What follows belongs to an exercise in optimizing a design on an open flow for small area, a short achievable clock period and few clock cycles; a production flow would make more cautious choices. In this exercise RTL edits were held to simulation tests only and were not proved equivalent to the original. Power is estimated from default activity; no workload was simulated.

Setup of run a:
==> flow/design.v (excerpt) <==
module rv64_alu_core (
  input  logic        clk,
  input  logic        rst,
  input  logic        fetch_valid,
  input  logic [31:0] fetch_inst,
  input  logic [63:0] fetch_pc,
  output logic        fetch_allowin,
  output logic        retire_valid,
  input  logic        retire_ready,
  output logic [63:0] retire_pc,
  output logic [4:0]  retire_rd,
  output logic        retire_wen,
  output logic [63:0] retire_value,
  output logic        retire_illegal
);
export LEC_CHECK = 0
export CAP_MARGIN = 20
export CORE_MARGIN = 2
export CORE_UTILIZATION = 35
export SETUP_SLACK_MARGIN = 4.4
export SLEW_MARGIN = 20
export SYNTH_HIERARCHICAL = 1
create_clock -name core_clock -period 8.0 [get_ports {clk}]
run.sh (not shown) runs the stock make flow with config.mk's settings and CLKGATE_MAP_FILE= SYNTH_SCRIPT=/design/flow/synth_recipe.tcl, a recipe that flattens the netlist after the stock synthesis.
Testbench counts of run a, summed over its fixed seeds: cycles 24,539.
The inputs of run b differ from those of run a as listed below.
-- flow/design.v --
<<< run a, line 111
);
  assign y = !a;
endmodule
module ks_carry64 (
>>> run b, line 111
);
  assign y = !a;
endmodule
module cell_and3 (
  input  logic a,
  input  logic b,
  input  logic c,
  output logic y
);
  assign y = a && b && c;
endmodule
module ks_carry64 (
<<< run a, line 236
  logic [4:0]  w_rd;
  logic [31:1] w_sel;
  logic [63:0] w_value_lo, w_value_hi;    
  always_comb begin
    for (int i = 1; i < 32; i++) begin
>>> run b, line 244
  logic [4:0]  w_rd;
  logic [31:1] w_sel;
  logic [63:0] w_value [4];              
  always_comb begin
    for (int i = 1; i < 32; i++) begin
<<< run a, line 245
    for (int i = 1; i < 32; i++) begin
      if (w_sel[i]) begin
        regs[i] <= (i < 16) ? w_value_lo : w_value_hi;
      end
    end
>>> run b, line 253
    for (int i = 1; i < 32; i++) begin
      if (w_sel[i]) begin
        regs[i] <= w_value[i / 8];
      end
    end
<<< run a, line 488
               lg[0]);
  end
  for (genvar i = 0; i < 64; i++) begin : g_x
    if (i < 32) begin : g_lo
>>> run b, line 496
               lg[0]);
  end
  logic [63:0] x1n, x0n;               
  for (genvar i = 0; i < 64; i++) begin : g_x
    if (i < 32) begin : g_lo
<<< run a, line 493
      cell_nand2 u_x1 (.a(e1n[i]), .b(shn[i]), .y(x1[i]));
      cell_nand2 u_x0 (.a(e0n[i]), .b(shn[i]), .y(x0[i]));
    end else begin : g_hi
      logic swn;
>>> run b, line 502
      cell_nand2 u_x1 (.a(e1n[i]), .b(shn[i]), .y(x1[i]));
      cell_nand2 u_x0 (.a(e0n[i]), .b(shn[i]), .y(x0[i]));
      cell_and2  u_y1 (.a(e1n[i]), .b(shn[i]), .y(x1n[i]));
      cell_and2  u_y0 (.a(e0n[i]), .b(shn[i]), .y(x0n[i]));
    end else begin : g_hi
      logic swn;
<<< run a, line 499
      cell_nand3 u_x1 (.a(e1n[i]), .b(shn[i]), .c(swn), .y(x1[i]));
      cell_nand3 u_x0 (.a(e0n[i]), .b(shn[i]), .c(swn), .y(x0[i]));
    end
  end
  logic [63:0] e_result_n;
  logic [63:0] d_op1, d_op2;
  for (genvar i = 0; i < 64; i++) begin : g_fin
    logic a1n, a0n, b1n, b0n;
    cell_mux2i u_r  (.s(seln[i]), .a1(x0[i]), .a0(x1[i]), .y(e_result_n[i]));
    cell_inv   u_w0 (.a(e_result_n[i]), .y(w_value_lo[i]));
    cell_inv   u_w1 (.a(e_result_n[i]), .y(w_value_hi[i]));
    cell_mux2i u_a1 (.s(fwd_e1), .a1(x1[i]), .a0(oth1[i]), .y(a1n));
    cell_mux2i u_a0 (.s(fwd_e1), .a1(x0[i]), .a0(oth1[i]), .y(a0n));
    cell_mux2i u_a  (.s(seln[i]), .a1(a0n), .a0(a1n), .y(d_op1[i]));
    cell_mux2i u_b1 (.s(fwd_e2), .a1(x1[i] ^ d_ctl.sub), .a0(oth2[i]), .y(b1n));
    cell_mux2i u_b0 (.s(fwd_e2), .a1(x0[i] ^ d_ctl.sub), .a0(oth2[i]), .y(b0n));
    cell_mux2i u_b  (.s(seln[i]), .a1(b0n), .a0(b1n), .y(d_op2[i]));
  end
>>> run b, line 510
      cell_nand3 u_x1 (.a(e1n[i]), .b(shn[i]), .c(swn), .y(x1[i]));
      cell_nand3 u_x0 (.a(e0n[i]), .b(shn[i]), .c(swn), .y(x0[i]));
      cell_and3  u_y1 (.a(e1n[i]), .b(shn[i]), .c(swn), .y(x1n[i]));
      cell_and3  u_y0 (.a(e0n[i]), .b(shn[i]), .c(swn), .y(x0n[i]));
    end
  end
  logic [63:0] e_result_n;
  logic [63:0] d_op1, d_op2;
  logic        fwd_add, fwd_sub;     
  assign fwd_add = fwd_e2 && !d_ctl.sub;
  assign fwd_sub = fwd_e2 && d_ctl.sub;
  for (genvar i = 0; i < 64; i++) begin : g_fin
    logic a1n, a0n, b1n, b0n;
    cell_mux2i u_r  (.s(seln[i]), .a1(x0[i]), .a0(x1[i]), .y(e_result_n[i]));
    for (genvar c = 0; c < 4; c++) begin : g_w
      cell_mux2 u_w (.s(seln[i]), .a1(x0[i]), .a0(x1[i]), .y(w_value[c][i]));
    end
    cell_mux2i u_a1 (.s(fwd_e1), .a1(x1[i]), .a0(oth1[i]), .y(a1n));
    cell_mux2i u_a0 (.s(fwd_e1), .a1(x0[i]), .a0(oth1[i]), .y(a0n));
    cell_mux2i u_a  (.s(seln[i]), .a1(a0n), .a0(a1n), .y(d_op1[i]));
    rf_aoi222 u_b1 (.a(fwd_add), .b(x1[i]), .c(fwd_sub), .d(x1n[i]), .e(!fwd_e2), .f(oth2[i]),
                    .y(b1n));
    rf_aoi222 u_b0 (.a(fwd_add), .b(x0[i]), .c(fwd_sub), .d(x0n[i]), .e(!fwd_e2), .f(oth2[i]),
                    .y(b0n));
    cell_mux2i u_b  (.s(seln[i]), .a1(b0n), .a0(b1n), .y(d_op2[i]));
  end
### Flow results
- Against run a, run b reports a total area of multi-input combinational cells that is higher.
- Number of vias per cell of run b exceeds that of run a by a little under 10%.
- Changes observed in run b relative to run a: sequential share of layout area lower; layout inverter count without the clock tree lower; final wirelength higher.
- For the global routing met1 resource utilization, run b came in 8.0 points higher than run a did.
- From run a to run b the numbers moved as follows: part of the power in the clock network held steady, post-route worst setup slack shrank by 150 ps, post-route clock period utilization grew by 1.9 points, utilization of the core after routing shrank by 0.76 points.
- The total design power reported for run b is smaller than that of run a by 0.62%.
- Run a -> run b: clock network power flat
Testbench counts of run b, summed over its fixed seeds: cycles 24,539.

* * *

the reference run:
rv64_alu_core with an RTL version that a note above also has.
Size: roughly 240 I/O pins, ~0.13 mm^2 of cells after synthesis.
clock: 8.0 ns
lec_check: 0
cap_margin: 20
core_margin: 2
core_utilization: 35
setup_slack_margin: 4.6
slew_margin: 20
synth_hierarchical: 1
Testbench counts of the reference run, summed over its fixed seeds: cycles 24,539.
The following lists how the trial run was set up differently from the reference run:
-- flow/design.v --
<<< the reference run, line 111
);
  assign y = !a;
endmodule
module cell_and3 (
  input  logic a,
  input  logic b,
  input  logic c,
  output logic y
);
  assign y = a && b && c;
endmodule
module ks_carry64 (
>>> the trial run, line 111
);
  assign y = !a;
endmodule
module ks_carry64 (
<<< the reference run, line 244
  logic [4:0]  w_rd;
  logic [31:1] w_sel;
  logic [63:0] w_value [4];              
  always_comb begin
    for (int i = 1; i < 32; i++) begin
>>> the trial run, line 236
  logic [4:0]  w_rd;
  logic [31:1] w_sel;
  logic [63:0] w_value_lo, w_value_hi;    
  always_comb begin
    for (int i = 1; i < 32; i++) begin
<<< the reference run, line 253
    for (int i = 1; i < 32; i++) begin
      if (w_sel[i]) begin
        regs[i] <= w_value[i / 8];
      end
    end
>>> the trial run, line 245
    for (int i = 1; i < 32; i++) begin
      if (w_sel[i]) begin
        regs[i] <= (i < 16) ? w_value_lo : w_value_hi;
      end
    end
<<< the reference run, line 496
               lg[0]);
  end
  logic [63:0] x1n, x0n;               
  for (genvar i = 0; i < 64; i++) begin : g_x
    if (i < 32) begin : g_lo
>>> the trial run, line 488
               lg[0]);
  end
  for (genvar i = 0; i < 64; i++) begin : g_x
    if (i < 32) begin : g_lo
<<< the reference run, line 502
      cell_nand2 u_x1 (.a(e1n[i]), .b(shn[i]), .y(x1[i]));
      cell_nand2 u_x0 (.a(e0n[i]), .b(shn[i]), .y(x0[i]));
      cell_and2  u_y1 (.a(e1n[i]), .b(shn[i]), .y(x1n[i]));
      cell_and2  u_y0 (.a(e0n[i]), .b(shn[i]), .y(x0n[i]));
    end else begin : g_hi
      logic swn;
>>> the trial run, line 493
      cell_nand2 u_x1 (.a(e1n[i]), .b(shn[i]), .y(x1[i]));
      cell_nand2 u_x0 (.a(e0n[i]), .b(shn[i]), .y(x0[i]));
    end else begin : g_hi
      logic swn;
<<< the reference run, line 510
      cell_nand3 u_x1 (.a(e1n[i]), .b(shn[i]), .c(swn), .y(x1[i]));
      cell_nand3 u_x0 (.a(e0n[i]), .b(shn[i]), .c(swn), .y(x0[i]));
      cell_and3  u_y1 (.a(e1n[i]), .b(shn[i]), .c(swn), .y(x1n[i]));
      cell_and3  u_y0 (.a(e0n[i]), .b(shn[i]), .c(swn), .y(x0n[i]));
    end
  end
  logic [63:0] e_result_n;
  logic [63:0] d_op1, d_op2;
  logic        fwd_add, fwd_sub;     
  assign fwd_add = fwd_e2 && !d_ctl.sub;
  assign fwd_sub = fwd_e2 && d_ctl.sub;
  for (genvar i = 0; i < 64; i++) begin : g_fin
    logic a1n, a0n, b1n, b0n;
    cell_mux2i u_r  (.s(seln[i]), .a1(x0[i]), .a0(x1[i]), .y(e_result_n[i]));
    for (genvar c = 0; c < 4; c++) begin : g_w
      cell_mux2 u_w (.s(seln[i]), .a1(x0[i]), .a0(x1[i]), .y(w_value[c][i]));
    end
    cell_mux2i u_a1 (.s(fwd_e1), .a1(x1[i]), .a0(oth1[i]), .y(a1n));
    cell_mux2i u_a0 (.s(fwd_e1), .a1(x0[i]), .a0(oth1[i]), .y(a0n));
    cell_mux2i u_a  (.s(seln[i]), .a1(a0n), .a0(a1n), .y(d_op1[i]));
    rf_aoi222 u_b1 (.a(fwd_add), .b(x1[i]), .c(fwd_sub), .d(x1n[i]), .e(!fwd_e2), .f(oth2[i]),
                    .y(b1n));
    rf_aoi222 u_b0 (.a(fwd_add), .b(x0[i]), .c(fwd_sub), .d(x0n[i]), .e(!fwd_e2), .f(oth2[i]),
                    .y(b0n));
    cell_mux2i u_b  (.s(seln[i]), .a1(b0n), .a0(b1n), .y(d_op2[i]));
  end
>>> the trial run, line 499
      cell_nand3 u_x1 (.a(e1n[i]), .b(shn[i]), .c(swn), .y(x1[i]));
      cell_nand3 u_x0 (.a(e0n[i]), .b(shn[i]), .c(swn), .y(x0[i]));
    end
  end
  logic [63:0] e_result_n;
  logic [63:0] d_op1, d_op2;
  for (genvar i = 0; i < 64; i++) begin : g_fin
    logic a1n, a0n, b1n, b0n;
    cell_mux2i u_r  (.s(seln[i]), .a1(x0[i]), .a0(x1[i]), .y(e_result_n[i]));
    cell_inv   u_w0 (.a(e_result_n[i]), .y(w_value_lo[i]));
    cell_inv   u_w1 (.a(e_result_n[i]), .y(w_value_hi[i]));
    cell_mux2i u_a1 (.s(fwd_e1), .a1(x1[i]), .a0(oth1[i]), .y(a1n));
    cell_mux2i u_a0 (.s(fwd_e1), .a1(x0[i]), .a0(oth1[i]), .y(a0n));
    cell_mux2i u_a  (.s(seln[i]), .a1(a0n), .a0(a1n), .y(d_op1[i]));
    cell_mux2i u_b1 (.s(fwd_e2), .a1(x1[i] ^ d_ctl.sub), .a0(oth2[i]), .y(b1n));
    cell_mux2i u_b0 (.s(fwd_e2), .a1(x0[i] ^ d_ctl.sub), .a0(oth2[i]), .y(b0n));
    cell_mux2i u_b  (.s(seln[i]), .a1(b0n), .a0(b1n), .y(d_op2[i]));
  end
### Flow results
Compared to the reference run, the trial run has worst setup slack before clock tree synthesis 0.29 ns lower. Between the trial run and the reference run, the area after synthesis is higher for the reference run. [compare] base=the reference run new=the trial run: final cell count held steady, peak fanout along the critical path shrank by 16, minimum period implied by the final worst setup slack shrank by 0.0049 ns, register-to-register slack held steady. Comparing the trial run and the reference run, fraction of area in multi-input gates is higher on the reference run. Summary of the trial run over the reference run: global-route usage went down by 3.5 points, overall power after layout grew by 1.1 mW, die outline area has decreased, global-route wire length before repair saw a decrease. Master of the slowest instance on the critical path: sky130_fd_sc_hd__and2_4 -> the reference run, sky130_fd_sc_hd__edfxtp_1 -> the trial run. The trial run reports its critical path capture point as u_core.regs[20][50] while the reference run reports u_core.e_sh_fill.
Testbench counts of the trial run, summed over its fixed seeds: cycles 24,539.

[separate check: timing with driven ports]
Ports are ideal in the flow. The routed layouts listed here were re-timed in OpenROAD. Step 1, drivers: a clkbuf_16 drives clk and a buf_2 each remaining input, both assumed. Step 2 moves the port delays by t, midway between the first and last clock arrival at a register: inputs arrive t later, outputs are due t later. That takes back most of the time a late clock gives input paths. Three values: ideal ports, drivers, drivers and shift; two values: the first two.
run	t (ns)	setup slack, ns	slew at the worst register clock pin (ns)	cell pins on the clock port's net
run a	1.046	4.279 / 4.261 / 3.473	0.08 / 0.08	1
run b	1.002	4.131 / 4.131 / 3.356	0.08 / 0.08	1
the reference run	1.014	4.343 / 4.343 / 3.718	0.07 / 0.07	1
the trial run	1.078	4.348 / 4.348 / 3.566	0.07 / 0.07	1
After both steps setup and hold are still met in every run listed. For run a, which loses most, drivers alone change the setup slack by -0.018 ns; drivers and shift together by -0.806 ns.
